Background: an optimization exercise with open tools, aiming at small area, a short achievable clock period and few clock cycles per item. Do not read the settings as production practice.
In this exercise RTL edits were held to simulation tests only and were not proved equivalent to the original.

--- config.mk ---
export PLATFORM = sky130hd
export DESIGN_NAME = aesDecryptTop
export DESIGN_NICKNAME = aesDecryptTop
export VERILOG_FILES = /design/flow/design.v
export SDC_FILE = /design/flow/constraint.sdc
export NUM_CORES = 8
export LEC_CHECK = 0
export CAP_MARGIN = 20
export CORE_AREA = 4 4 446 446
export DIE_AREA = 0 0 450 450
export SLEW_MARGIN = 20
--- constraint.sdc ---
create_clock -name core_clock -period 21.0 [get_ports {clk}]
set_input_delay 4.2000 -clock core_clock [delete_from_list [all_inputs] [get_ports {clk}]]
set_output_delay 4.2000 -clock core_clock [all_outputs]
set_load 0.01 [all_outputs]
--- design.v ---
`timescale 1ns/1ps
module invSbox
(
    input  logic [7:0] inByte,
    input  logic [7:0] keyByte,
    output logic [7:0] outByte
);
    logic [3:0] ah, al, s, d, lam;
    logic [8:0] p, q, r, fdi;
    assign ah = inByte[7:4];
    assign al = inByte[3:0];
    assign s  = ah ^ al;
    assign p[0] = ah[3] & al[3];
    assign p[1] = ah[2] & al[2];
    assign p[2] = (ah[3] ^ ah[2]) & (al[3] ^ al[2]);
    assign p[3] = ah[1] & al[1];
    assign p[4] = ah[0] & al[0];
    assign p[5] = (ah[1] ^ ah[0]) & (al[1] ^ al[0]);
    assign p[6] = (ah[3] ^ ah[1]) & (al[3] ^ al[1]);
    assign p[7] = (ah[2] ^ ah[0]) & (al[2] ^ al[0]);
    assign p[8] = ((ah[3] ^ ah[2]) ^ (ah[1] ^ ah[0])) & ((al[3] ^ al[2]) ^ (al[1] ^ al[0]));
    logic x8, x9, x10, x11, x12, x13, x14, x15, x16;
    assign x8 = inByte[1] ^ inByte[2];
    assign x9 = inByte[4] ^ inByte[6];
    assign x10 = x8 ^ x9;
    assign x11 = inByte[3] ^ inByte[5];
    assign x12 = inByte[0] ^ x10;
    assign x13 = inByte[7] ^ x11;
    assign x14 = x10 ^ x13;
    assign x15 = inByte[2] ^ x11;
    assign x16 = inByte[3] ^ inByte[4];
    assign lam[0] = x12;
    assign lam[1] = x14;
    assign lam[2] = x15;
    assign lam[3] = x16;
    logic y13, y14, y15, y16, y17, y18, y19, y20, y21, y22, y23, y24, y25, y26;
    assign y13 = p[0] ^ p[4];
    assign y14 = p[4] ^ p[7];
    assign y15 = p[2] ^ p[3];
    assign y16 = lam[0] ^ y13;
    assign y17 = y15 ^ y16;
    assign y18 = p[1] ^ p[5];
    assign y19 = lam[1] ^ y13;
    assign y20 = y18 ^ y19;
    assign y21 = p[3] ^ p[6];
    assign y22 = lam[2] ^ y14;
    assign y23 = y21 ^ y22;
    assign y24 = p[5] ^ p[8];
    assign y25 = lam[3] ^ y14;
    assign y26 = y24 ^ y25;
    assign d[0] = y17;
    assign d[1] = y20;
    assign d[2] = y23;
    assign d[3] = y26;
    always_comb
    begin
        case (d)
            4'd0: fdi = 9'b000000000;
            4'd1: fdi = 9'b110110000;
            4'd2: fdi = 9'b011011000;
            4'd3: fdi = 9'b101101000;
            4'd4: fdi = 9'b000101101;
            4'd5: fdi = 9'b101000101;
            4'd6: fdi = 9'b110101011;
            4'd7: fdi = 9'b101110011;
            4'd8: fdi = 9'b000110110;
            4'd9: fdi = 9'b110011101;
            4'd10: fdi = 9'b110000110;
            4'd11: fdi = 9'b011110101;
            4'd12: fdi = 9'b000011011;
            4'd13: fdi = 9'b101011110;
            4'd14: fdi = 9'b011101110;
            4'd15: fdi = 9'b011000011;
            default: fdi = 9'b0;
        endcase
    end
    assign q[0] = ah[3] & fdi[0];
    assign r[0] = s[3] & fdi[0];
    assign q[1] = ah[2] & fdi[1];
    assign r[1] = s[2] & fdi[1];
    assign q[2] = (ah[3] ^ ah[2]) & fdi[2];
    assign r[2] = (s[3] ^ s[2]) & fdi[2];
    assign q[3] = ah[1] & fdi[3];
    assign r[3] = s[1] & fdi[3];
    assign q[4] = ah[0] & fdi[4];
    assign r[4] = s[0] & fdi[4];
    assign q[5] = (ah[1] ^ ah[0]) & fdi[5];
    assign r[5] = (s[1] ^ s[0]) & fdi[5];
    assign q[6] = (ah[3] ^ ah[1]) & fdi[6];
    assign r[6] = (s[3] ^ s[1]) & fdi[6];
    assign q[7] = (ah[2] ^ ah[0]) & fdi[7];
    assign r[7] = (s[2] ^ s[0]) & fdi[7];
    assign q[8] = ((ah[3] ^ ah[2]) ^ (ah[1] ^ ah[0])) & fdi[8];
    assign r[8] = ((s[3] ^ s[2]) ^ (s[1] ^ s[0])) & fdi[8];
    logic z26, z27, z28, z29, z30, z31, z32, z33, z34, z35, z36, z37, z38, z39, z40, z41, z42, z43, z44, z45, z46, z47, z48, z49, z50, z51, z52, z53, z54, z55, z56, z57, z58, z59, z60, z61, z62, z63, z64, z65, z66, z67;
    assign z26 = q[0] ^ q[1];
    assign z27 = r[1] ^ z26;
    assign z28 = r[0] ^ r[5];
    assign z29 = r[3] ^ r[6];
    assign z30 = q[7] ^ q[8];
    assign z31 = z27 ^ z30;
    assign z32 = q[2] ^ q[3];
    assign z33 = r[7] ^ z28;
    assign z34 = q[5] ^ r[4];
    assign z35 = r[8] ^ z29;
    assign z36 = r[2] ^ r[6];
    assign z37 = r[8] ^ keyByte[0];
    assign z38 = z36 ^ z37;
    assign z39 = z38 ^ z31;
    assign z40 = q[0] ^ q[4];
    assign z41 = keyByte[1] ^ z32;
    assign z42 = z40 ^ z41;
    assign z43 = keyByte[2] ^ z29;
    assign z44 = z33 ^ z43;
    assign z45 = z31 ^ z44;
    assign z46 = r[1] ^ keyByte[3];
    assign z47 = z29 ^ z46;
    assign z48 = z33 ^ z47;
    assign z49 = q[3] ^ q[6];
    assign z50 = q[7] ^ r[0];
    assign z51 = keyByte[4] ^ z34;
    assign z52 = z49 ^ z50;
    assign z53 = z27 ^ z35;
    assign z54 = z51 ^ z52;
    assign z55 = z53 ^ z54;
    assign z56 = r[4] ^ keyByte[5];
    assign z57 = z28 ^ z56;
    assign z58 = z57 ^ z31;
    assign z59 = q[1] ^ q[5];
    assign z60 = r[5] ^ keyByte[6];
    assign z61 = z32 ^ z59;
    assign z62 = z60 ^ z35;
    assign z63 = z61 ^ z62;
    assign z64 = q[4] ^ keyByte[7];
    assign z65 = z28 ^ z34;
    assign z66 = z64 ^ z27;
    assign z67 = z65 ^ z66;
    assign outByte[0] = z39;
    assign outByte[1] = z42;
    assign outByte[2] = z45;
    assign outByte[3] = z48;
    assign outByte[4] = z55;
    assign outByte[5] = z58;
    assign outByte[6] = z63;
    assign outByte[7] = z67;
endmodule
`timescale 1ns/1ps
module invMixColumns
(
    input  logic [31:0] inCol,
    input  logic        flip,
    output logic [31:0] outCol
);
    logic l32, l33, l34, l35, l36, l37, l38, l39, l40, l41, l42, l43, l44, l45, l46, l47, l48, l49, l50, l51, l52, l53, l54, l55, l56, l57, l58, l59, l60, l61, l62, l63, l64, l65, l66, l67, l68, l69, l70, l71, l72, l73, l74, l75, l76, l77, l78, l79, l80, l81, l82, l83, l84, l85, l86, l87, l88, l89, l90, l91, l92, l93, l94, l95, l96, l97, l98, l99, l100, l101, l102, l103, l104, l105, l106, l107, l108, l109, l110, l111, l112, l113, l114, l115, l116, l117, l118, l119, l120, l121, l122, l123, l124, l125, l126, l127, l128, l129, l130, l131, l132, l133, l134, l135, l136, l137, l138, l139, l140, l141, l142, l143, l144, l145, l146, l147, l148, l149, l150, l151, l152, l153, l154, l155, l156, l157, l158, l159, l160, l161, l162, l163, l164, l165, l166, l167, l168, l169, l170, l171, l172, l173, l174, l175, l176, l177, l178, l179, l180, l181, l182, l183, l184, l185, l186, l187, l188, l189, l190, l191, l192, l193, l194, l195, l196, l197, l198, l199, l200, l201, l202, l203, l204, l205, l206, l207, l208, l209, l210, l211, l212, l213, l214, l215, l216, l217, l218, l219, l220, l221, l222, l223, l224, l225, l226, l227, l228, l229, l230, l231, l232, l233, l234, l235, l236, l237, l238, l239, l240, l241, l242, l243, l244, l245, l246, l247, l248, l249, l250, l251, l252, l253, l254, l255, l256, l257, l258, l259, l260;
    assign l32 = inCol[2] ^ inCol[10];
    assign l33 = inCol[18] ^ inCol[26];
    assign l34 = inCol[9] ^ inCol[25];
    assign l35 = inCol[13] ^ inCol[21];
    assign l36 = inCol[1] ^ inCol[17];
    assign l37 = inCol[5] ^ inCol[29];
    assign l38 = inCol[7] ^ inCol[15];
    assign l39 = inCol[23] ^ inCol[31];
    assign l40 = inCol[3] ^ inCol[19];
    assign l41 = inCol[14] ^ inCol[30];
    assign l42 = inCol[6] ^ inCol[22];
    assign l43 = inCol[11] ^ inCol[27];
    assign l44 = l32 ^ l38;
    assign l45 = l33 ^ l39;
    assign l46 = inCol[4] ^ inCol[16];
    assign l47 = inCol[8] ^ inCol[28];
    assign l48 = l35 ^ l37;
    assign l49 = inCol[0] ^ inCol[20];
    assign l50 = inCol[12] ^ inCol[24];
    assign l51 = l34 ^ l40;
    assign l52 = l36 ^ l43;
    assign l53 = l33 ^ l42;
    assign l54 = l44 ^ l45;
    assign l55 = inCol[10] ^ inCol[16];
    assign l56 = inCol[26] ^ l41;
    assign l57 = inCol[2] ^ l49;
    assign l58 = l34 ^ l36;
    assign l59 = inCol[18] ^ l46;
    assign l60 = inCol[0] ^ l47;
    assign l61 = inCol[15] ^ inCol[23];
    assign l62 = inCol[0] ^ inCol[2];
    assign l63 = l38 ^ l52;
    assign l64 = inCol[28] ^ l50;
    assign l65 = inCol[8] ^ l37;
    assign l66 = inCol[11] ^ l42;
    assign l67 = inCol[24] ^ l35;
    assign l68 = inCol[7] ^ inCol[31];
    assign l69 = inCol[10] ^ inCol[19];
    assign l70 = l33 ^ l40;
    assign l71 = inCol[17] ^ l51;
    assign l72 = inCol[29] ^ l60;
    assign l73 = l48 ^ l53;
    assign l74 = inCol[3] ^ inCol[20];
    assign l75 = inCol[12] ^ inCol[25];
    assign l76 = inCol[27] ^ l44;
    assign l77 = l48 ^ l74;
    assign l78 = inCol[3] ^ inCol[22];
    assign l79 = inCol[5] ^ l55;
    assign l80 = l56 ^ l58;
    assign l81 = inCol[26] ^ l39;
    assign l82 = inCol[9] ^ l64;
    assign l83 = inCol[13] ^ inCol[14];
    assign l84 = l32 ^ l43;
    assign l85 = l46 ^ l50;
    assign l86 = l53 ^ l84;
    assign l87 = inCol[21] ^ l52;
    assign l88 = l34 ^ l41;
    assign l89 = l45 ^ l48;
    assign l90 = inCol[1] ^ l59;
    assign l91 = l32 ^ l66;
    assign l92 = inCol[16] ^ inCol[18];
    assign l93 = inCol[19] ^ l57;
    assign l94 = l32 ^ l40;
    assign l95 = l49 ^ l50;
    assign l96 = l41 ^ l69;
    assign l97 = inCol[6] ^ inCol[20];
    assign l98 = inCol[21] ^ inCol[27];
    assign l99 = l47 ^ l49;
    assign l100 = inCol[5] ^ inCol[24];
    assign l101 = l41 ^ l46;
    assign l102 = l47 ^ l100;
    assign l103 = l44 ^ l70;
    assign l104 = l101 ^ l102;
    assign l105 = l103 ^ l104;
    assign l106 = l35 ^ l46;
    assign l107 = l106 ^ l54;
    assign l108 = l71 ^ l72;
    assign l109 = l107 ^ l108;
    assign l110 = inCol[9] ^ inCol[24];
    assign l111 = l36 ^ l55;
    assign l112 = l61 ^ l110;
    assign l113 = l111 ^ l112;
    assign l114 = l73 ^ l113;
    assign l115 = l47 ^ l75;
    assign l116 = l56 ^ l115;
    assign l117 = l76 ^ l77;
    assign l118 = l116 ^ l117;
    assign l119 = inCol[4] ^ l36;
    assign l120 = l37 ^ l78;
    assign l121 = l56 ^ l57;
    assign l122 = l119 ^ l120;
    assign l123 = l121 ^ l122;
    assign l124 = inCol[8] ^ inCol[11];
    assign l125 = l35 ^ l50;
    assign l126 = l78 ^ l124;
    assign l127 = l79 ^ l125;
    assign l128 = l126 ^ l80;
    assign l129 = l127 ^ l128;
    assign l130 = inCol[19] ^ l62;
    assign l131 = l81 ^ l130;
    assign l132 = l63 ^ l131;
    assign l133 = inCol[23] ^ l83;
    assign l134 = l70 ^ l79;
    assign l135 = l133 ^ l63;
    assign l136 = l82 ^ l134;
    assign l137 = l135 ^ l136;
    assign l138 = inCol[0] ^ inCol[13];
    assign l139 = l61 ^ l138;
    assign l140 = l85 ^ l139;
    assign l141 = l86 ^ l140;
    assign l142 = inCol[25] ^ l65;
    assign l143 = l85 ^ l54;
    assign l144 = l87 ^ l142;
    assign l145 = l143 ^ l144;
    assign l146 = inCol[17] ^ inCol[24];
    assign l147 = l62 ^ l146;
    assign l148 = l88 ^ l147;
    assign l149 = l89 ^ l148;
    assign l150 = inCol[28] ^ l61;
    assign l151 = l150 ^ l77;
    assign l152 = l90 ^ l91;
    assign l153 = l151 ^ l152;
    assign l154 = inCol[5] ^ inCol[12];
    assign l155 = inCol[13] ^ inCol[30];
    assign l156 = l34 ^ l47;
    assign l157 = l154 ^ l155;
    assign l158 = l156 ^ l157;
    assign l159 = l91 ^ l158;
    assign l160 = inCol[29] ^ inCol[30];
    assign l161 = l92 ^ l160;
    assign l162 = l58 ^ l66;
    assign l163 = l67 ^ l161;
    assign l164 = l93 ^ l162;
    assign l165 = l163 ^ l164;
    assign l166 = inCol[8] ^ l39;
    assign l167 = l51 ^ l166;
    assign l168 = l76 ^ l167;
    assign l169 = inCol[4] ^ inCol[15];
    assign l170 = inCol[22] ^ l43;
    assign l171 = l169 ^ l45;
    assign l172 = l57 ^ l67;
    assign l173 = l170 ^ l71;
    assign l174 = l171 ^ l172;
    assign l175 = l173 ^ l174;
    assign l176 = inCol[8] ^ inCol[21];
    assign l177 = l41 ^ l176;
    assign l178 = l45 ^ l94;
    assign l179 = l95 ^ l177;
    assign l180 = l178 ^ l179;
    assign l181 = inCol[1] ^ inCol[13];
    assign l182 = inCol[16] ^ l37;
    assign l183 = l181 ^ l51;
    assign l184 = l95 ^ l182;
    assign l185 = l54 ^ l183;
    assign l186 = l184 ^ l185;
    assign l187 = inCol[0] ^ inCol[8];
    assign l188 = inCol[25] ^ inCol[26];
    assign l189 = l32 ^ l36;
    assign l190 = l42 ^ l68;
    assign l191 = l187 ^ l188;
    assign l192 = l48 ^ l189;
    assign l193 = l190 ^ l191;
    assign l194 = l192 ^ l193;
    assign l195 = inCol[4] ^ inCol[11];
    assign l196 = l195 ^ l96;
    assign l197 = l82 ^ l89;
    assign l198 = l196 ^ l197;
    assign l199 = l35 ^ l36;
    assign l200 = l97 ^ l59;
    assign l201 = l96 ^ l199;
    assign l202 = l200 ^ l201;
    assign l203 = inCol[6] ^ inCol[24];
    assign l204 = l37 ^ l69;
    assign l205 = l98 ^ l203;
    assign l206 = l60 ^ l204;
    assign l207 = l205 ^ l80;
    assign l208 = l206 ^ l207;
    assign l209 = inCol[3] ^ inCol[18];
    assign l210 = l39 ^ l55;
    assign l211 = l209 ^ l210;
    assign l212 = l63 ^ l211;
    assign l213 = inCol[7] ^ inCol[30];
    assign l214 = l75 ^ l213;
    assign l215 = l81 ^ l94;
    assign l216 = l214 ^ l72;
    assign l217 = l87 ^ l215;
    assign l218 = l216 ^ l217;
    assign l219 = inCol[16] ^ inCol[29];
    assign l220 = l68 ^ l219;
    assign l221 = l99 ^ l220;
    assign l222 = l86 ^ l221;
    assign l223 = inCol[5] ^ inCol[9];
    assign l224 = l223 ^ l52;
    assign l225 = l67 ^ l99;
    assign l226 = l54 ^ l224;
    assign l227 = l225 ^ l226;
    assign l228 = inCol[1] ^ inCol[8];
    assign l229 = l92 ^ l228;
    assign l230 = l44 ^ l48;
    assign l231 = l88 ^ l229;
    assign l232 = l230 ^ l231;
    assign l233 = inCol[4] ^ inCol[12];
    assign l234 = inCol[17] ^ inCol[27];
    assign l235 = l68 ^ l233;
    assign l236 = l234 ^ l235;
    assign l237 = l73 ^ l93;
    assign l238 = l236 ^ l237;
    assign l239 = inCol[14] ^ inCol[29];
    assign l240 = l34 ^ l98;
    assign l241 = l239 ^ l53;
    assign l242 = l64 ^ l240;
    assign l243 = l241 ^ l242;
    assign l244 = inCol[3] ^ inCol[27];
    assign l245 = l42 ^ l62;
    assign l246 = l83 ^ l244;
    assign l247 = l58 ^ l59;
    assign l248 = l65 ^ l245;
    assign l249 = l246 ^ l247;
    assign l250 = l248 ^ l249;
    assign l251 = inCol[11] ^ inCol[24];
    assign l252 = l38 ^ l251;
    assign l253 = l45 ^ l51;
    assign l254 = l252 ^ l253;
    assign l255 = inCol[31] ^ l43;
    assign l256 = l97 ^ l44;
    assign l257 = l51 ^ l65;
    assign l258 = l255 ^ l90;
    assign l259 = l256 ^ l257;
    assign l260 = l258 ^ l259;
    assign outCol[0] = l105;
    assign outCol[1] = ~(l109 ^ flip);
    assign outCol[2] = ~(l114);
    assign outCol[3] = l118;
    assign outCol[4] = l123 ^ flip;
    assign outCol[5] = ~(l129);
    assign outCol[6] = ~(l132);
    assign outCol[7] = l137;
    assign outCol[8] = l141;
    assign outCol[9] = ~(l145 ^ flip);
    assign outCol[10] = ~(l149);
    assign outCol[11] = l153;
    assign outCol[12] = l159 ^ flip;
    assign outCol[13] = ~(l165);
    assign outCol[14] = ~(l168);
    assign outCol[15] = l175;
    assign outCol[16] = l180;
    assign outCol[17] = ~(l186 ^ flip);
    assign outCol[18] = ~(l194);
    assign outCol[19] = l198;
    assign outCol[20] = l202 ^ flip;
    assign outCol[21] = ~(l208);
    assign outCol[22] = ~(l212);
    assign outCol[23] = l218;
    assign outCol[24] = l222;
    assign outCol[25] = ~(l227 ^ flip);
    assign outCol[26] = ~(l232);
    assign outCol[27] = l238;
    assign outCol[28] = l243 ^ flip;
    assign outCol[29] = ~(l250);
    assign outCol[30] = ~(l254);
    assign outCol[31] = l260;
endmodule
module mixColumns
(
    input  logic [31:0] inCol,
    output logic [31:0] outCol
);
    logic m32, m33, m34, m35, m36, m37, m38, m39, m40, m41, m42, m43, m44, m45, m46, m47, m48, m49, m50, m51, m52, m53, m54, m55, m56, m57, m58, m59, m60, m61, m62, m63, m64, m65, m66, m67, m68, m69, m70, m71, m72, m73, m74, m75, m76, m77, m78, m79, m80, m81, m82, m83, m84, m85, m86, m87, m88, m89, m90, m91, m92, m93, m94, m95, m96, m97, m98, m99, m100, m101, m102, m103, m104, m105, m106, m107, m108, m109, m110, m111, m112, m113, m114, m115, m116, m117, m118, m119, m120, m121, m122, m123, m124, m125, m126, m127, m128, m129, m130, m131, m132, m133, m134, m135, m136, m137, m138, m139;
    assign m32 = inCol[7] ^ inCol[31];
    assign m33 = inCol[15] ^ inCol[23];
    assign m34 = inCol[7] ^ inCol[15];
    assign m35 = inCol[23] ^ inCol[31];
    assign m36 = inCol[8] ^ inCol[16];
    assign m37 = inCol[0] ^ inCol[24];
    assign m38 = inCol[9] ^ inCol[17];
    assign m39 = inCol[1] ^ inCol[25];
    assign m40 = inCol[10] ^ inCol[18];
    assign m41 = inCol[2] ^ inCol[26];
    assign m42 = inCol[11] ^ inCol[19];
    assign m43 = inCol[3] ^ inCol[27];
    assign m44 = inCol[12] ^ inCol[20];
    assign m45 = inCol[4] ^ inCol[28];
    assign m46 = inCol[13] ^ inCol[21];
    assign m47 = inCol[5] ^ inCol[29];
    assign m48 = inCol[14] ^ inCol[22];
    assign m49 = inCol[6] ^ inCol[30];
    assign m50 = inCol[24] ^ m32;
    assign m51 = m36 ^ m50;
    assign m52 = inCol[25] ^ m32;
    assign m53 = m37 ^ m38;
    assign m54 = m52 ^ m53;
    assign m55 = inCol[26] ^ m39;
    assign m56 = m40 ^ m55;
    assign m57 = inCol[27] ^ m32;
    assign m58 = m41 ^ m42;
    assign m59 = m57 ^ m58;
    assign m60 = inCol[28] ^ m32;
    assign m61 = m43 ^ m44;
    assign m62 = m60 ^ m61;
    assign m63 = inCol[29] ^ m45;
    assign m64 = m46 ^ m63;
    assign m65 = inCol[30] ^ m47;
    assign m66 = m48 ^ m65;
    assign m67 = inCol[31] ^ m33;
    assign m68 = m49 ^ m67;
    assign m69 = inCol[16] ^ m34;
    assign m70 = m37 ^ m69;
    assign m71 = inCol[0] ^ inCol[8];
    assign m72 = inCol[17] ^ m34;
    assign m73 = m39 ^ m71;
    assign m74 = m72 ^ m73;
    assign m75 = inCol[1] ^ inCol[9];
    assign m76 = inCol[18] ^ m41;
    assign m77 = m75 ^ m76;
    assign m78 = inCol[2] ^ inCol[10];
    assign m79 = inCol[19] ^ m34;
    assign m80 = m43 ^ m78;
    assign m81 = m79 ^ m80;
    assign m82 = inCol[3] ^ inCol[11];
    assign m83 = inCol[20] ^ m34;
    assign m84 = m45 ^ m82;
    assign m85 = m83 ^ m84;
    assign m86 = inCol[4] ^ inCol[12];
    assign m87 = inCol[21] ^ m47;
    assign m88 = m86 ^ m87;
    assign m89 = inCol[5] ^ inCol[13];
    assign m90 = inCol[22] ^ m49;
    assign m91 = m89 ^ m90;
    assign m92 = inCol[6] ^ inCol[14];
    assign m93 = inCol[23] ^ m32;
    assign m94 = m92 ^ m93;
    assign m95 = inCol[8] ^ m33;
    assign m96 = m37 ^ m95;
    assign m97 = inCol[9] ^ m33;
    assign m98 = m36 ^ m39;
    assign m99 = m97 ^ m98;
    assign m100 = inCol[10] ^ m38;
    assign m101 = m41 ^ m100;
    assign m102 = inCol[11] ^ m33;
    assign m103 = m40 ^ m43;
    assign m104 = m102 ^ m103;
    assign m105 = inCol[12] ^ m33;
    assign m106 = m42 ^ m45;
    assign m107 = m105 ^ m106;
    assign m108 = inCol[13] ^ m44;
    assign m109 = m47 ^ m108;
    assign m110 = inCol[14] ^ m46;
    assign m111 = m49 ^ m110;
    assign m112 = inCol[15] ^ m32;
    assign m113 = m48 ^ m112;
    assign m114 = inCol[0] ^ m35;
    assign m115 = m36 ^ m114;
    assign m116 = inCol[1] ^ inCol[16];
    assign m117 = inCol[24] ^ m35;
    assign m118 = m38 ^ m116;
    assign m119 = m117 ^ m118;
    assign m120 = inCol[2] ^ inCol[17];
    assign m121 = inCol[25] ^ m40;
    assign m122 = m120 ^ m121;
    assign m123 = inCol[3] ^ inCol[18];
    assign m124 = inCol[26] ^ m35;
    assign m125 = m42 ^ m123;
    assign m126 = m124 ^ m125;
    assign m127 = inCol[4] ^ inCol[19];
    assign m128 = inCol[27] ^ m35;
    assign m129 = m44 ^ m127;
    assign m130 = m128 ^ m129;
    assign m131 = inCol[5] ^ inCol[20];
    assign m132 = inCol[28] ^ m46;
    assign m133 = m131 ^ m132;
    assign m134 = inCol[6] ^ inCol[21];
    assign m135 = inCol[29] ^ m48;
    assign m136 = m134 ^ m135;
    assign m137 = inCol[7] ^ inCol[22];
    assign m138 = inCol[30] ^ m33;
    assign m139 = m137 ^ m138;
    assign outCol[0] = m51;
    assign outCol[1] = m54;
    assign outCol[2] = m56;
    assign outCol[3] = m59;
    assign outCol[4] = m62;
    assign outCol[5] = m64;
    assign outCol[6] = m66;
    assign outCol[7] = m68;
    assign outCol[8] = m70;
    assign outCol[9] = m74;
    assign outCol[10] = m77;
    assign outCol[11] = m81;
    assign outCol[12] = m85;
    assign outCol[13] = m88;
    assign outCol[14] = m91;
    assign outCol[15] = m94;
    assign outCol[16] = m96;
    assign outCol[17] = m99;
    assign outCol[18] = m101;
    assign outCol[19] = m104;
    assign outCol[20] = m107;
    assign outCol[21] = m109;
    assign outCol[22] = m111;
    assign outCol[23] = m113;
    assign outCol[24] = m115;
    assign outCol[25] = m119;
    assign outCol[26] = m122;
    assign outCol[27] = m126;
    assign outCol[28] = m130;
    assign outCol[29] = m133;
    assign outCol[30] = m136;
    assign outCol[31] = m139;
endmodule
`timescale 1ns/1ps
module invRoundDatapath
(
    input  logic [128-1:0] roundState,
    input  logic [128-1:0] roundKey,
    input  logic  stateFlip,
    output logic [128-1:0] nextState
);
    logic [128-1:0] mixed;
    for (genvar c = 0; c < 4; c++)
    begin : genMixCol
        invMixColumns invMixColumns_i
        (
            .inCol  (roundState[127-32*c -: 32]),
            .flip   (stateFlip),
            .outCol (mixed[127-32*c -: 32])
        );
    end
    for (genvar c = 0; c < 4; c++)
    begin : genSboxCol
        for (genvar r = 0; r < 4; r++)
        begin : genSboxRow
            invSbox invSbox_i
            (
                .inByte  (mixed[127-32*((c+4-r)%4)-8*r -: 8]),
                .keyByte (roundKey[127-32*c-8*r -: 8]),
                .outByte (nextState[127-32*c-8*r -: 8])
            );
        end
    end
endmodule
`timescale 1ns/1ps
module roundKeyStore
(
    input  logic     clk,
    input  logic     busy,
    input  logic     busyN,
    input  logic [1408-1:0]   expandedKey,
    output logic [128-1:0]    roundKey
);
    logic [128-1:0] keySlot [0:10-1];
    function automatic logic [128-1:0] keyOf(input logic [1408-1:0] sched, input int r);
        keyOf = {sched[32*(4*r) +: 32], sched[32*(4*r+1) +: 32],
                 sched[32*(4*r+2) +: 32], sched[32*(4*r+3) +: 32]};
    endfunction
    always_ff @(posedge clk)
    begin
        for (int i = 0; i < 10-1; i++)
            keySlot[i] <= ~(({128{busyN}} | keySlot[i+1]) &
                            ({128{busy}} | keyOf(expandedKey, 10-1-i)));
        keySlot[10-1] <= keyOf(expandedKey, 0);
    end
    assign roundKey = keySlot[0];
endmodule
`timescale 1ns/1ps
module aesDecryptCtrl
(
    input  logic     clk,
    input  logic     rstN,
    input  logic     inValid,
    input  logic [128-1:0]    cipherText,
    input  logic [128-1:0]    whitenKey,
    input  logic [128-1:0]    nextState,
    output logic     busy,
    output logic     busyN,
    output logic [128-1:0]    roundState,
    output logic     stateFlip,
    output logic     outValid
);
    logic [3:0] roundsLeft;
    logic       finalRound;
    logic [128-1:0] whitened;
    logic [128-1:0] whitenedMixed;
    assign finalRound = (roundsLeft == 4'd0);
    assign stateFlip  = roundsLeft[0];
    always_ff @(posedge clk)
    begin
        if (!rstN)
        begin
            busy     <= 1'b0;
            busyN    <= 1'b1;
            outValid <= 1'b0;
        end
        else
        begin
            outValid <= busy && finalRound;
            if (!busy)
            begin
                busy  <= inValid;
                busyN <= !inValid;
            end
            else if (finalRound)
            begin
                busy  <= 1'b0;
                busyN <= 1'b1;
            end
        end
    end
    always_ff @(posedge clk)
    begin
        if (!busy)
            roundsLeft <= 4'(10 - 1);
        else
            roundsLeft <= roundsLeft - 4'd1;
    end
    assign whitened = cipherText ^ whitenKey;
    for (genvar c = 0; c < 4; c++)
    begin : genWhitenCol
        mixColumns mixColumns_i
        (
            .inCol  (whitened[127-32*c -: 32]),
            .outCol (whitenedMixed[127-32*c -: 32])
        );
    end
    always_ff @(posedge clk)
        roundState <= ~(({128{busyN}} | nextState) &
                        ({128{busy}} | whitenedMixed));
endmodule
`timescale 1ns/1ps
module aesDecryptTop
(
    input  logic   clk,
    input  logic   rstN,
    input  logic   inValid,
    input  logic [128-1:0]  cipherText,
    input  logic [1408-1:0] expandedKey,
    output logic   outValid,
    output logic [128-1:0]  plainText
);
    logic     busy;
    logic     busyN;
    logic     stateFlip;
    logic [128-1:0]    roundKey;
    logic [128-1:0]    roundState;
    logic [128-1:0]    nextState;
    aesDecryptCtrl aesDecryptCtrl_i
    (
        .clk        (clk),
        .rstN       (rstN),
        .inValid    (inValid),
        .cipherText (cipherText),
        .whitenKey  ({expandedKey[32*40 +: 32], expandedKey[32*41 +: 32],
                      expandedKey[32*42 +: 32], expandedKey[32*43 +: 32]}),
        .nextState  (nextState),
        .busy       (busy),
        .busyN      (busyN),
        .roundState (roundState),
        .stateFlip  (stateFlip),
        .outValid   (outValid)
    );
    roundKeyStore roundKeyStore_i
    (
        .clk         (clk),
        .busy        (busy),
        .busyN       (busyN),
        .expandedKey (expandedKey),
        .roundKey    (roundKey)
    );
    invRoundDatapath invRoundDatapath_i
    (
        .roundState (roundState),
        .roundKey   (roundKey),
        .stateFlip  (stateFlip),
        .nextState  (nextState)
    );
    assign plainText = roundState;
endmodule
--- flow/run.sh ---
#!/bin/bash
# The standard layout (standard.sh), with:
#  - synthesis by synth_recipe.tcl, but ABC mapping with an area-oriented script
#    (abc -script replaced; flip-flops are mapped before ABC, so unchanged);
#  - buf_1 port buffers, pins one track apart;
#  - timing repair aiming below the 21 ns period (SETUP_SLACK_MARGIN);
#  - a clock tree of clkbuf_16 without dummy loads;
#  - if the routed layout has antenna violations, placement and routing are
#    redone once or twice with a slightly different placement density.
# Each run of standard.sh logs to standard_flow_N.log; ORFS keeps each step's
# log under orfs/logs/.
set -uo pipefail
W=$PWD
MARGIN="15.0"
CTSBUF="sky130_fd_sc_hd__clkbuf_16"
CTSEXTRA="-sink_clustering_size 20 -sink_clustering_max_diameter 100"
DENSITY="0.60"
EXTRA=""
cp flow/map.abc $W/map.abc
cat > $W/my_synth.tcl <<EOT
proc abc {args} {
  set i [lsearch -exact \$args -script]
  if {\$i >= 0} { lset args [expr {\$i+1}] $W/map.abc }
  yosys abc {*}\$args
}
source $W/synth_recipe.tcl
EOT
run_flow() {
  bash standard.sh \
    SYNTH_SCRIPT=$W/my_synth.tcl \
    BUFFER_PORTS_ARGS="-buffer_cell sky130_fd_sc_hd__buf_1" \
    PLACE_PINS_ARGS="-min_distance 1 -min_distance_in_tracks" \
    SETUP_SLACK_MARGIN=$MARGIN \
    CTS_ARGS="-sink_clustering_enable -repair_clock_nets -dont_use_dummy_load -buf_list {$CTSBUF} $CTSEXTRA" \
    $EXTRA "$@"
}
antennas() {
  local odb=$W/orfs/results/sky130hd/aesDecryptTop/base/6_final.odb
  [[ -f $odb ]] || { echo 1; return; }
  printf 'read_db %s\nputs "ANTENNAS [check_antennas]"\n' "$odb" > $W/antennas.tcl
  openroad -no_init -exit $W/antennas.tcl > $W/antennas_check.log 2>&1
  grep -o 'ANTENNAS [0-9]*' $W/antennas_check.log | awk '{print $2}' | tail -1
}
run_flow PLACE_DENSITY=$DENSITY finish > standard_flow_0.log 2>&1
for try in 1 2; do
  n=$(antennas)
  echo "antenna check after try $((try-1)): ${n:-unknown}" >> flow_retries.log
  [[ "$n" == "0" ]] && break
  bash standard.sh clean_place clean_cts clean_route clean_finish > standard_clean_$try.log 2>&1
  d=$(python3 -c "print(f'{$DENSITY + 0.01*$try:.2f}')")
  run_flow PLACE_DENSITY=$d finish > standard_flow_$try.log 2>&1
done
--- flow/map.abc ---
&get -n; &st; &dch; &nf -R 1000; &put
--- standard.sh ---
#!/bin/bash
# synth_recipe.tcl (not shown) runs the flow's synth.tcl, then flattens the netlist and writes it again
# the make line also repeats each setting of config.mk as NAME=value (left out here)
make -C /OpenROAD-flow-scripts/flow DESIGN_CONFIG=/design/flow/config.mk WORK_HOME=/design/flow/orfs CLKGATE_MAP_FILE= SYNTH_SCRIPT=/design/flow/synth_recipe.tcl "${@:-finish}"
==> run summary, run 1 <==
status=timing/DRC/antenna clean; Yosys warnings=4; Synth Area in XOR/XNOR=35.8%; leading area contributor after synthesis=dfxtp_1; core area=193000 µm²; area grow syn2layout=24.2%; io pins=1668; CP Launch Type=flip-flop; Post-Synth Simple-Gate Area=4.01%; DRT iter0 DRCs=3630; full die area=203000 µm²; Post-Syn Instances=6640; fin crit share=28.5%; final setup violation count=0; max-cap violation count=0; FFs w/ async S/R, synth=0%; drt via density=5.00; Yosys top cell area share=42.1%; Post-Synthesis Cell Area=67300 µm²; Final GP Congestion=about 0.98; fillers=19.1k; non-filler instance count after layout=11.2k; Reg area=28400 µm²; largest net degree at the start of global routing=218; dpl hpwl=202 mm; CTS sink cnt=between 1k and 1.5k; Max Freq=0.167 GHz; CP max FO=5; Largest delay share family, worst path=flip-flops; vias in the first global route=~56k; Final Critical Period=5.99 ns; largest family of logic cells by synthesized area=XOR/XNOR gates; flop and latch count out of synthesis=1415; via count=55.9k; EDFF count, synth=0; Slew @ Worst Pin=1.13 ns; Total GRT Usage=a little under a quarter; Slew Viols, Final=0; CTS tree=built; Rows=161; first-pass GRT wire length=361 mm; Crit Path Class=reg2out; gr ovfl total=0; clk_skew=0.104 ns; synthesized area per cell=10.1 µm²; setup_tns=0 ns; Synth cell types=between 40 and 50; ANT nets after route=0; adder-cell area share of the yosys netlist=3.01%; ranking of synthesized cells by area=dfxtp_1 42%, xnor2_1 26%, o22ai_1 12%; largest stage delay on the critical path=about 0.65 ns; crit path DAT=1.79 ns; Crit. End Element=output pin; Buf/Inv on CP=1; Port Buf Inserts=about 1.7k; Die Wd=450 µm; most used flip-flop cell after synthesis=dfxtp_1; area of the multi-input gates=41600 µm²; slowest cell on the critical path=dfxtp_1; worst skew pair latency=between 0.7 and 0.8 ns; Residual DRC=0; Worst Path Required=16.80 ns; register area share after synthesis=a little over two fifths; initial antenna violation count=155; Compound-Gate Fraction of Synth Area=14.2%; CTS max path bufs=3; Final Core Density=between 40 and 50%; hold buffers post-CTS=0; dpl cells=10.9k; starting density of the core=34.8%; CTS clk-pin slew, worst paths=0.09 ns; htree depth=3; final wirelength=254 mm; Root Driver=clkbuf_16; CTS buffer count=90; die height=450 µm; Slew HR=24.6%; Hold Fails Final Rpt=0; CP Cell Sequence=buf_1; Hold Path Class=reg2reg; DRT Pass-1 Iters=7; RSZ-0062 raised after global routing=yes; layout cells sized above 1=7.32%; nets=approximately 10k; Routed WL per cell=22.7 µm; syn_nets=between 8k and 9k; mux cell area share after synthesis=0.203%
routing by layer:
metal	up-vias	global-route usage (%)	share of wire (%)
li1	26900	-	-
met1	25900	27.1	39
met2	2199	37.2	45
met3	783	7.30	7.7
met4	72	16.4	7.9
met5	-	0.0473	0.20
logic make-up after synthesis:
family	Yosys count
AOI/OAI and AO/OA	1531
xor gates and xnor gates	2750
adders and majority gates	162
buffers and inverters	135
DFF	1415
muxes	12
and+or+nand+nor	635
cell usage in the layout, fill, tap and decap left out, types with 9 or more instances in the layout:
master	instances
a22oi_1	12
xor2_1	631
o21ai_0	92
xnor2_2	187
buf_1	1666
nand2b_1	41
nand3_1	9
xnor2_1	1812
and2_0	19
dfxtp_2	76
o22ai_1	1282
clkinv_1	130
nor2b_1	34
buf_4	129
clkbuf_16	90
a31oi_1	12
a22o_1	9
xor2_4	33
xnor2_4	36
nor3_1	13
nand2_1	286
a21oi_1	62
nor2_1	210
ha_1	162
dfxtp_1	1332
xor2_2	49
or2_0	14
diode_2	122
worst paths after layout:
| check | start | to | slack [ns] | cells after the start |
|---|---|---|---|---|
| worst max-delay path | aesDecryptCtrl_i.roundState[51]$_DFF_P_ | plainText[51] | 15.01 | 1 |
| worst min register to register | roundKeyStore_i.keySlot[7][45]$_DFF_P_ | roundKeyStore_i.keySlot[6][45]$_DFF_P_ | 0.35 | 1 |
| worst max register to register | aesDecryptCtrl_i.roundState[114]$_DFF_P_ | aesDecryptCtrl_i.roundState[42]$_DFF_P_ | 15.22 | 20 |
| worst min-delay path | roundKeyStore_i.keySlot[7][45]$_DFF_P_ | roundKeyStore_i.keySlot[6][45]$_DFF_P_ | 0.35 | 1 |
flip-flops by register name, indices dropped and copies added, names as in the netlist:
signal                       count
aesDecryptCtrl_i.outValid        1
aesDecryptCtrl_i.busy            1
aesDecryptCtrl_i.roundState    128
roundKeyStore_i.keySlot       1280
aesDecryptCtrl_i.roundsLeft      4
aesDecryptCtrl_i.busyN           1
cells in the mapped netlist (6+ instances only):
library cell,count
or2_0,14
mux2i_1,8
o211ai_1,7
xor2_1,713
a21oi_1,62
nor3_1,13
nor2_1,213
and2_0,19
clkinv_1,135
a22oi_1,12
nand2b_1,41
a31oi_1,12
a21boi_0,6
o22ai_1,1282
a21o_1,7
nand3_1,9
nor2b_1,34
dfxtp_1,1415
o21a_1,8
xnor2_1,2035
o21ai_0,93
a32oi_1,8
a2bb2oi_1,7
a22o_1,9
nand2_1,286
ha_1,162
stage by stage:
stage | cell area, µm² | setup WS, ns | hold WS [ns]
finish | 83600 | 15.01 | 0.349
floorplan | 67300 | 13.62 | 0.399
global route | 83600 | 14.85 | 0.373
detailed placement | 77100 | 13.96 | 0.405
global placement | 77100 | 13.73 | 0.401
CTS | 81200 | 14.96 | 0.360
layout make-up:
class / instances / area share [%]
multi-input combinational: 5090 / 49.7
timing repair buffer: 1804 / 8.80
antenna: 122 / 0.365
clock buffer: 90 / 2.69
inverter: 135 / 0.611
tap: 2526 / 3.78
sequential: 1415 / 34.0
timing repair:
| action | 4_1_cts | 5_1_grt |
|---|---|---|
| buffers inserted | 17 | 83 |
| pin swaps | 11 | 44 |
| resized for setup | 256 | 213 |
| cloned | 0 | 0 |
| setup endpoints to repair | 142 | 121 |
Testbench counts, summed over its fixed seeds: cycles 5,640, items 512.
==> inputs of run 2 (changes only) <==
--- a/flow/run.sh
+++ b/flow/run.sh
@@ -11,7 +11,7 @@
 # log under orfs/logs/.
 set -uo pipefail
 W=$PWD
-MARGIN="15.0"
+MARGIN="15.3"
 CTSBUF="sky130_fd_sc_hd__clkbuf_16"
 CTSEXTRA="-sink_clustering_size 20 -sink_clustering_max_diameter 100"
 DENSITY="0.60"
==> run summary, run 2 <==
commonest non-fill, non-tap cell in the layout=xnor2_1 (unchanged); layout cells sized above 1=11.3% (was 7.32%); biggest regs=roundKeyStore_i.keySlot (1280), aesDecryptCtrl_i.roundState (128), aesDecryptCtrl_i.roundsLeft (4) (unchanged); max-cap violation count=0 (unchanged); Die Wd=450 µm (unchanged); vias in the first global route=56.4k (was 56.1k); EDFF count, synth=0 (unchanged); synthesized area per cell=10.1 µm² (unchanged); starting density of the core=34.8% (unchanged); CTS buffer count=90 (unchanged); adder-cell area share of the yosys netlist=3.01% (unchanged); mux cell area share after synthesis=0.203% (unchanged); syn_nets=8341 (unchanged); pre-CTS setup slack=13.96 ns (unchanged); Synth Area in XOR/XNOR=35.8% (unchanged); final wirelength=255 mm (was 254 mm); Routed WL per cell=22.6 µm (was 22.7 µm); CP Launch Type=flip-flop (unchanged); Worst Path Required=16.80 ns (about the same); register area share after synthesis=42.1% (unchanged); most used flip-flop cell after synthesis=dfxtp_1 (unchanged); clk_skew=0.107 ns (was 0.104 ns); Final Critical Period=5.70 ns (was 5.99 ns); top-count cell post-synth=xnor2_1 (unchanged); worst skew pair latency=0.78 ns (about the same); Max Freq=0.175 GHz (was 0.167 GHz); top cells by count, synth=2035 x xnor2_1, 1415 x dfxtp_1, 1282 x o22ai_1 (unchanged); first-pass GRT wire length=363 mm (was 361 mm); core area=193000 µm² (unchanged); Synth cell types=41 (unchanged); Yosys warnings=4 (unchanged); area grow syn2layout=27.3% (was 24.2%); worst hold slack=0.349 ns (about the same); flop and latch count out of synthesis=1415 (unchanged); io pins=1668 (unchanged); RSZ-0062 raised after global routing=yes (unchanged); crit path DAT=1.50 ns (was 1.79 ns); non-filler instance count after layout=11.3k (was 11.2k); gr ovfl total=0 (unchanged); commonest cells after routing, fill and taps aside=1767 x xnor2_1, 1551 x buf_1, 1288 x dfxtp_1 (was 1812 x xnor2_1, 1666 x buf_1, 1332 x dfxtp_1); largest family of logic cells by synthesized area=XOR/XNOR gates (unchanged); full die area=203000 µm² (unchanged); CP max FO=5 (unchanged); dpl cells=10.9k (unchanged); largest net degree at the start of global routing=218 (unchanged); setup ws final=15.30 ns (was 15.01 ns); final setup violation count=0 (unchanged); Largest delay share family, worst path=flip-flops (unchanged); dpl hpwl=202 mm (unchanged); Port Buf Inserts=1667 (unchanged); Final Core Density=44.3% (was 43.2%); die height=450 µm (unchanged); status=timing/DRC/antenna clean (unchanged); Slew Viols, Final=0 (unchanged); Slew HR=24.1% (was 24.6%); setup_tns=0 ns (unchanged); Crit. End Element=output pin (unchanged); htree depth=3 (unchanged); drt via density=5.01 (was 5.00); CTS tree=built (unchanged); hold path endpoint=roundKeyStore_i.keySlot[6][102]$_DFF_P_ (was roundKeyStore_i.keySlot[6][45]$_DFF_P_); flop2flop setup slack=15.54 ns (was 15.22 ns); DRT iter0 DRCs=3962 (was 3630); design area=85700 µm² (was 83600 µm²); Worst Reg-to-Reg Cells=22 (was 20); Buf/Inv on CP=1 (unchanged); Rows=161 (unchanged); DRT Pass-1 Iters=8 (was 7); leading area contributor after synthesis=dfxtp_1 (unchanged); slowest cell on the critical path=dfxtp_2 (was dfxtp_1); ANT nets after route=0 (unchanged); FFs w/ async S/R, synth=0% (unchanged); Residual DRC=0 (unchanged); fin crit share=27.2% (was 28.5%); Slew @ Worst Pin=1.13 ns (about the same); Total GRT Usage=23.6% (was 23.5%); nets=10.3k (was 10.2k); CP Cell Sequence=buf_2 (was buf_1); Hold Startpoint=roundKeyStore_i.keySlot[7][102]$_DFF_P_ (was roundKeyStore_i.keySlot[7][45]$_DFF_P_); ranking of synthesized cells by area=dfxtp_1 42%, xnor2_1 26%, o22ai_1 12% (unchanged); CTS max path bufs=3 (unchanged); Post-Synth Simple-Gate Area=4.01% (unchanged); Crit Path Class=reg2out (unchanged); CTS sink cnt=1415 (unchanged); largest stage delay on the critical path=0.46 ns (was 0.65 ns); RR Endpoint=aesDecryptCtrl_i.roundState[4]$_DFF_P_ (was aesDecryptCtrl_i.roundState[42]$_DFF_P_); Hold Path Class=reg2reg (unchanged); Root Driver=clkbuf_16 (unchanged); Post-Syn Instances=6640 (unchanged); initial antenna violation count=154 (was 155); Compound-Gate Fraction of Synth Area=14.2% (unchanged); Yosys top cell area share=42.1% (unchanged); max reg flops=1280 (unchanged); Hold Fails Final Rpt=0 (unchanged); hold path depth=1 (unchanged); Reg2Reg Launch Point=aesDecryptCtrl_i.roundState[122]$_DFF_P_ (was aesDecryptCtrl_i.roundState[114]$_DFF_P_); Post-Synthesis Cell Area=67300 µm² (unchanged); CTS clk-pin slew, worst paths=0.09 ns (about the same); via count=56.5k (was 55.9k); Final GP Congestion=0.985 (unchanged); largest register by flop count=roundKeyStore_i.keySlot (unchanged); dpl cell area=77100 µm² (unchanged)
[run 2: per-layer routing]
metal / vias to the layer above / track usage (%) / wire length (µm)
li1: 27100 / - / -
met1: 26400 / 27.2 / 99100
met2: 2221 / 37.5 / 116000
met3: 799 / 7.27 / 19800
met4: 72 / 16.2 / 19400
met5: - / 0.0473 / 495
[run 2: cells by family (layout without fill, tap and decap cells)]
family,Yosys count,in the layout
AOI/OAI and AO/OA,1531,1531
xor gates and xnor gates,2750,2750
adders and majority gates,162,162
buffers and inverters,135,2139
DFF,1415,1415
muxes,12,12
other,0,121
and+or+nand+nor,635,635
[run 2: cell type report]
class                      count  area [µm²]
antenna                      121         303
clock buffer                  90        2250
fill                       18800      108000
inverter                     135         508
multi-input combinational   5090       42300
sequential                  1415       28700
tap                         2526        3160
timing repair buffer        1914        8490
[run 2: worst max path at each step]
stage / startpoint / end / slack, ns / cells after the start
6_report: aesDecryptCtrl_i.roundState[57]$_DFF_P_ / plainText[57] / 15.30 / 1
5_1_grt: aesDecryptCtrl_i.roundState[95]$_DFF_P_ / aesDecryptCtrl_i.roundState[53]$_DFF_P_ / 15.20 / 23
4_1_cts: aesDecryptCtrl_i.roundState[95]$_DFF_P_ / aesDecryptCtrl_i.roundState[53]$_DFF_P_ / 15.22 / 22
3_5_place_dp: aesDecryptCtrl_i.roundState[97]$_DFF_P_ / aesDecryptCtrl_i.roundState[80]$_DFF_P_ / 13.96 / 19
3_3_place_gp: aesDecryptCtrl_i.roundState[113]$_DFF_P_ / aesDecryptCtrl_i.roundState[80]$_DFF_P_ / 13.73 / 19
2_1_floorplan: aesDecryptCtrl_i.busy$_SDFF_PN0_ / aesDecryptCtrl_i.busyN$_SDFFE_PN1P_ / 13.62 / 3
[run 2: timing repair]
item | 4_1_cts | 5_1_grt
buffers inserted | 56 | 154
hold buffers | 0 | 0
endpoints found under the setup margin | 255 | 127
gates resized for setup | 643 | 188
pin swaps | 37 | 88
==> inputs of run 3 (changes only) <==
--- a/flow/run.sh
+++ b/flow/run.sh
@@ -11,7 +11,7 @@
 # log under orfs/logs/.
 set -uo pipefail
 W=$PWD
-MARGIN="15.3"
+MARGIN="15.6"
 CTSBUF="sky130_fd_sc_hd__clkbuf_16"
 CTSEXTRA="-sink_clustering_size 20 -sink_clustering_max_diameter 100"
 DENSITY="0.60"
==> run summary, run 3 <==
fillers=18.0k (was 18.8k); largest net degree at the start of global routing=218 (unchanged); Root Driver=clkbuf_16 (unchanged); ANT nets after route=0 (unchanged); CTS tree=built (unchanged); ranking of synthesized cells by area=dfxtp_1 42%, xnor2_1 26%, o22ai_1 12% (unchanged); Reg area=28800 µm² (was 28700 µm²); layout cells sized above 1=18.4% (was 11.3%); CP Launch Type=flip-flop (unchanged); Slew HR=23.9% (was 24.1%); EDFF count, synth=0 (unchanged); commonest cells after routing, fill and taps aside=1620 x xnor2_1, 1538 x buf_1, 1284 x dfxtp_1 (was 1767 x xnor2_1, 1551 x buf_1, 1288 x dfxtp_1); biggest regs=roundKeyStore_i.keySlot (1280), aesDecryptCtrl_i.roundState (128), aesDecryptCtrl_i.roundsLeft (4) (unchanged); Die Wd=450 µm (unchanged); area of the multi-input gates=44600 µm² (was 42300 µm²); crit path DAT=1.38 ns (was 1.50 ns); Slew Viols, Final=0 (unchanged); setup ws final=15.42 ns (was 15.30 ns); Buf/Inv on CP=1 (unchanged); largest register by flop count=roundKeyStore_i.keySlot (unchanged); pre-CTS setup slack=13.96 ns (unchanged); synthesized area per cell=10.1 µm² (unchanged); Final Critical Period=5.58 ns (was 5.70 ns); dpl hpwl=202 mm (unchanged); worst skew pair latency=0.79 ns (was 0.78 ns); Crit. End Element=output pin (unchanged); Post-Synthesis Cell Area=67300 µm² (unchanged); fin crit share=26.6% (was 27.2%); final setup violation count=0 (unchanged); syn_nets=8341 (unchanged); area grow syn2layout=37.6% (was 27.3%); max-cap violation count=0 (unchanged); initial antenna violation count=151 (was 154); flop and latch count out of synthesis=1415 (unchanged); CTS buffer count=90 (unchanged); max reg flops=1280 (unchanged); CTS sink cnt=1415 (unchanged); DRT Pass-1 Iters=8 (unchanged); Hold Fails Final Rpt=0 (unchanged); Final GP Congestion=0.985 (unchanged); CP Cell Sequence=buf_6 (was buf_2); Yosys top cell area share=42.1% (unchanged); CTS max path bufs=3 (unchanged); Yosys warnings=4 (unchanged); Worst Path Required=16.80 ns (about the same); FFs w/ async S/R, synth=0% (unchanged); Crit Path Class=reg2out (unchanged); Slew @ Worst Pin=1.14 ns (was 1.13 ns); full die area=203000 µm² (unchanged); clk_skew=0.113 ns (was 0.107 ns); leading area contributor after synthesis=dfxtp_1 (unchanged); io pins=1668 (unchanged); register area share after synthesis=42.1% (unchanged); Total GRT Usage=24.1% (was 23.6%); Post-Syn Instances=6640 (unchanged); most used flip-flop cell after synthesis=dfxtp_1 (unchanged); RSZ-0062 raised after global routing=yes (unchanged); DRT iter0 DRCs=4036 (was 3962); first-pass GRT wire length=370 mm (was 363 mm); setup_tns=0 ns (unchanged); Residual DRC=0 (unchanged); slowest cell on the critical path=dfxtp_4 (was dfxtp_2); Routed WL per cell=22.8 µm (was 22.6 µm); Hold Path Class=reg2reg (unchanged); largest stage delay on the critical path=0.43 ns (was 0.46 ns); Port Buf Inserts=1667 (unchanged); Synth cell types=41 (unchanged); core area=193000 µm² (unchanged); via count=58.8k (was 56.5k); nets=10.8k (was 10.3k); starting density of the core=34.8% (unchanged); Rows=161 (unchanged); gr ovfl total=0 (unchanged); CTS clk-pin slew, worst paths=0.09 ns (about the same); Largest delay share family, worst path=flip-flops (unchanged); top-count cell post-synth=xnor2_1 (unchanged); drt via density=5.02 (was 5.01); Max Freq=0.179 GHz (was 0.175 GHz); top cells by count, synth=2035 x xnor2_1, 1415 x dfxtp_1, 1282 x o22ai_1 (unchanged); vias in the first global route=57.9k (was 56.4k); commonest non-fill, non-tap cell in the layout=xnor2_1 (unchanged); CP max FO=5 (unchanged); die height=450 µm (unchanged); status=timing/DRC/antenna clean (unchanged); htree depth=3 (unchanged); final wirelength=266 mm (was 255 mm)
[run 3: final cells by class]
type | count | area share [%]
tap | 2526 | 3.41
sequential | 1415 | 31.1
multi-input combinational | 5090 | 48.2
inverter | 135 | 0.551
antenna | 120 | 0.324
clock buffer | 90 | 2.43
timing repair buffer | 2332 | 14.0
[run 3: logic make-up (layout without fill, tap and decap cells)]
family | Yosys count | after routing | synth area share [%]
adders and majority gates | 162 | 162 | 3.01
AOI/OAI and AO/OA | 1531 | 1531 | 14.2
xor gates and xnor gates | 2750 | 2750 | 35.8
muxes | 12 | 12 | 0.203
DFF | 1415 | 1415 | 42.1
buffers and inverters | 135 | 2557 | 0.753
other | 0 | 120 | 0
and+or+nand+nor | 635 | 635 | 4.01
[run 3: stage by stage]
step | hold slack, ns | area, µm² | util (%) | cells
2_1_floorplan | 0.399 | 67300 | - | 6640
3_3_place_gp | 0.401 | 77100 | 39.9 | 10900
3_5_place_dp | 0.405 | 77100 | 39.9 | 10900
4_1_cts | 0.361 | 86400 | 44.7 | 11300
5_1_grt | 0.373 | 92600 | 47.9 | 11700
6_report | 0.345 | 92600 | 47.9 | 11700
[run 3: path summary, 6_finish.rpt]
path	from	to	slack, ns	cells past startpoint
hold reg to reg	roundKeyStore_i.keySlot[7][45]$_DFF_P_	roundKeyStore_i.keySlot[6][45]$_DFF_P_	0.34	1
setup / recovery	aesDecryptCtrl_i.roundState[51]$_DFF_P_	plainText[51]	15.42	1
hold / removal	roundKeyStore_i.keySlot[7][45]$_DFF_P_	roundKeyStore_i.keySlot[6][45]$_DFF_P_	0.34	1
setup reg to reg	aesDecryptCtrl_i.roundState[38]$_DFF_P_	aesDecryptCtrl_i.roundState[106]$_DFF_P_	15.60	23
[run 3: routing by layer]
metal | GRT usage [%] | part of all wire, % | up-vias
li1 | - | - | 27900
met2 | 38.0 | 46 | 2388
met5 | 0.0473 | 0.18 | -
met1 | 27.5 | 38 | 27600
met4 | 17.6 | 8.2 | 70
met3 | 7.36 | 7.7 | 890
[run 3: timing repair]
action	in CTS	in global routing
hold buffers	0	0
setup endpoints to repair	258	259
setup buffers	293	336
pin swaps	74	174
resized for setup	1028	420
==> inputs of run 4 (changes only) <==
--- a/flow/run.sh
+++ b/flow/run.sh
@@ -11,7 +11,7 @@
 # log under orfs/logs/.
 set -uo pipefail
 W=$PWD
-MARGIN="15.6"
+MARGIN="15.45"
 CTSBUF="sky130_fd_sc_hd__clkbuf_16"
 CTSEXTRA="-sink_clustering_size 20 -sink_clustering_max_diameter 100"
 DENSITY="0.60"
--- a/config.mk
+++ b/config.mk
@@ -6,6 +6,6 @@
 export NUM_CORES = 8
 export LEC_CHECK = 0
 export CAP_MARGIN = 20
-export CORE_AREA = 4 4 446 446
-export DIE_AREA = 0 0 450 450
+export CORE_AREA = 4 4 376 376
+export DIE_AREA = 0 0 380 380
 export SLEW_MARGIN = 20
==> run summary, run 4 <==
met3 usage=8.64% (was 7.36%); slowest cell on the critical path=xnor2_1 (was dfxtp_4); full die area=144000 µm² (was 203000 µm²); CTS max path bufs=3 (unchanged); DRT iter0 DRCs=3926 (was 4036); setup_tns=0 ns (unchanged); commonest non-fill, non-tap cell in the layout=xnor2_1 (unchanged); Worst Path Required=21.53 ns (was 16.80 ns); Most Crowded Layer GR=met2 (unchanged); via count=56.9k (was 58.8k); ranking of synthesized cells by area=dfxtp_1 42%, xnor2_1 26%, o22ai_1 12% (unchanged); ANT nets after route=0 (unchanged); Crit Path Class=in2reg (was reg2out); core area=137000 µm² (was 193000 µm²); Slew HR=28.2% (was 23.9%); Root Driver=clkbuf_16 (unchanged); final setup violation count=0 (unchanged); Buf/Inv on CP=1 (unchanged); io pins=1668 (unchanged); flop and latch count out of synthesis=1415 (unchanged); Post-Synthesis Cell Area=67300 µm² (unchanged); worst hold slack=0.391 ns (was 0.345 ns); drt via density=5.38 (was 5.02); area of the multi-input gates=42900 µm² (was 44600 µm²); Routed WL per cell=23.0 µm (was 22.8 µm); initial antenna violation count=80 (was 151); Port Buf Inserts=1667 (unchanged); Total GRT Usage=31.4% (was 24.1%); max-cap violation count=0 (unchanged); FFs w/ async S/R, synth=0% (unchanged); syn_nets=8341 (unchanged); crit path DAT=6.10 ns (was 1.38 ns); synthesized area per cell=10.1 µm² (unchanged); commonest cells after routing, fill and taps aside=1737 x xnor2_1, 1549 x buf_1, 1284 x dfxtp_1 (was 1620 x xnor2_1, 1538 x buf_1, 1284 x dfxtp_1); status=timing/DRC/antenna clean (unchanged); nets=10.4k (was 10.8k); layout cells sized above 1=13.1% (was 18.4%); CTS clk-pin slew, worst paths=0.08 ns (was 0.09 ns); leading area contributor after synthesis=dfxtp_1 (unchanged); most used flip-flop cell after synthesis=dfxtp_1 (unchanged); register area share after synthesis=42.1% (unchanged); DRT Pass-1 Iters=6 (was 8); area grow syn2layout=27.6% (was 37.6%); Rows=136 (was 161); first-pass GRT wire length=349 mm (was 370 mm); Yosys warnings=4 (unchanged); Final GP Congestion=1.00 (was 0.985); vias in the first global route=56.3k (was 57.9k); CP Launch Type=primary input (was flip-flop); Slew @ Worst Pin=1.08 ns (was 1.14 ns); CP max FO=3 (was 5); Die Wd=380 µm (was 450 µm); Hold Path Class=reg2reg (unchanged); met1 Track Usage GR=38.1% (was 27.5%); fillers=11.9k (was 18.0k); Max Freq=0.179 GHz (about the same); top cells by count, synth=2035 x xnor2_1, 1415 x dfxtp_1, 1282 x o22ai_1 (unchanged); biggest regs=roundKeyStore_i.keySlot (1280), aesDecryptCtrl_i.roundState (128), aesDecryptCtrl_i.roundsLeft (4) (unchanged); die height=380 µm (was 450 µm); Reg area=28800 µm² (about the same); Residual DRC=0 (unchanged); Yosys top cell area share=42.1% (unchanged); final wirelength=243 mm (was 266 mm); Final Critical Period=5.58 ns (about the same); EDFF count, synth=0 (unchanged); CP Cell Sequence=buf_1 -> xnor2_1 -> xnor2_1 -> xnor2_1 -> xnor2_1 -> o22ai_1 (was buf_6); Hold Fails Final Rpt=0 (unchanged); worst skew pair latency=0.74 ns (was 0.79 ns); Critical Path Most Common Cell=xnor2_1; clk_skew=0.0882 ns (was 0.113 ns); gr ovfl total=0 (unchanged); Synth cell types=41 (unchanged); top-count cell post-synth=xnor2_1 (unchanged); Crit. End Element=flip-flop (was output pin); max reg flops=1280 (unchanged); CTS buffer count=84 (was 90); htree depth=3 (unchanged); RSZ-0062 raised after global routing=yes (unchanged); dpl hpwl=189 mm (was 202 mm); largest stage delay on the critical path=0.75 ns (was 0.43 ns); CTS sink cnt=1415 (unchanged); starting density of the core=49.0% (was 34.8%); CTS tree=built (unchanged); largest net degree at the start of global routing=215 (was 218); Post-Syn Instances=6640 (unchanged); largest register by flop count=roundKeyStore_i.keySlot (unchanged); global routing usage on met2=50.4% (was 38.0%); Slew Viols, Final=0 (unchanged); Largest delay share family, worst path=XOR/XNOR gates (was flip-flops); fin crit share=26.6% (about the same)
==> run 4: kinds of logic (layout without fill, tap and decap cells) <==
kind of cell,after synthesis,count (layout),share of synthesized area [%]
flops,1415,1415,42.1
other cells,0,55,0
fa+ha+maj,162,162,3.01
buf+inv,135,2227,0.753
compound gates,1531,1531,14.2
simple gates,635,635,4.01
xor+xnor,2750,2750,35.8
mux,12,12,0.203
==> run 4: metrics by stage <==
stage	area (µm²)	util [%]	cells	setup WS [ns]
after floorplan	67300	-	6640	13.62
after global placement	76200	55.4	10100	13.67
after detailed placement	76200	55.4	10100	13.91
after CTS	82400	59.9	10300	15.37
after global routing	85900	62.5	10600	15.29
final	85900	62.5	10600	15.42
==> run 4: timing repair <==
action | CTS | global route
resized for setup | 734 | 252
hold buffers | 0 | 0
pin swaps | 43 | 113
setup buffers | 102 | 200
setup endpoints to repair | 256 | 139
==> run 4: final timing paths <==
kind	start	to	slack, ns	depth (start not counted)
min reg2reg	roundKeyStore_i.keySlot[3][47]$_DFF_P_	roundKeyStore_i.keySlot[2][47]$_DFF_P_	0.39	1
max	expandedKey[1395]	aesDecryptCtrl_i.roundState[3]$_DFF_P_	15.42	6
max reg2reg	aesDecryptCtrl_i.roundState[48]$_DFF_P_	aesDecryptCtrl_i.roundState[68]$_DFF_P_	15.54	22
min	roundKeyStore_i.keySlot[3][47]$_DFF_P_	roundKeyStore_i.keySlot[2][47]$_DFF_P_	0.39	1
==> run 4: final cells by class <==
type | instances | share of cell area [%]
repair buffers | 2008 | 10.8
flip-flops and latches | 1415 | 33.5
multi-input cells | 5090 | 49.9
well taps | 1794 | 2.61
diodes | 55 | 0.160
inverters | 135 | 0.591
clock buffers | 84 | 2.45
==> run 4: layer usage <==
layer | routed length (µm) | up-vias
met4 | 15300 | 46
li1 | - | 27200
met3 | 19500 | 689
met1 | 96700 | 26800
met2 | 112000 | 2282
met5 | 299 | -

[re-timing with driven ports]
How much do the figures lean on ideal ports? The routed layouts below were timed once more, with nothing changed but the port constraints. Step 1 assumes that a clkbuf_16 drives the clock port and a buf_2 every other input. Step 2 adds t to the input delays and takes it off the output delays; t is the mean of the earliest and latest rising clock arrival at the registers after step 1. Input paths then give back, and output paths get back, about the clock's delay inside the block. a / b / c = ideal ports / drivers / drivers and shift; a / b = the first two.
| run | shift t [ns] | setup WS [ns] | worst setup path after step 2 |
|---|---|---|---|
| run 1 | 0.814 | 15.007 / 14.924 / 14.556 | input to register |
| run 2 | 0.811 | 15.296 / 15.213 / 14.554 | input to register |
| run 3 | 0.815 | 15.424 / 15.342 / 14.789 | input to register |
| run 4 | 0.777 | 15.424 / 15.350 / 14.708 | input to register |
After both steps setup and hold are still met in every run listed. For run 2, which loses most, drivers alone change the setup slack by -0.083 ns; drivers and shift together by -0.742 ns.
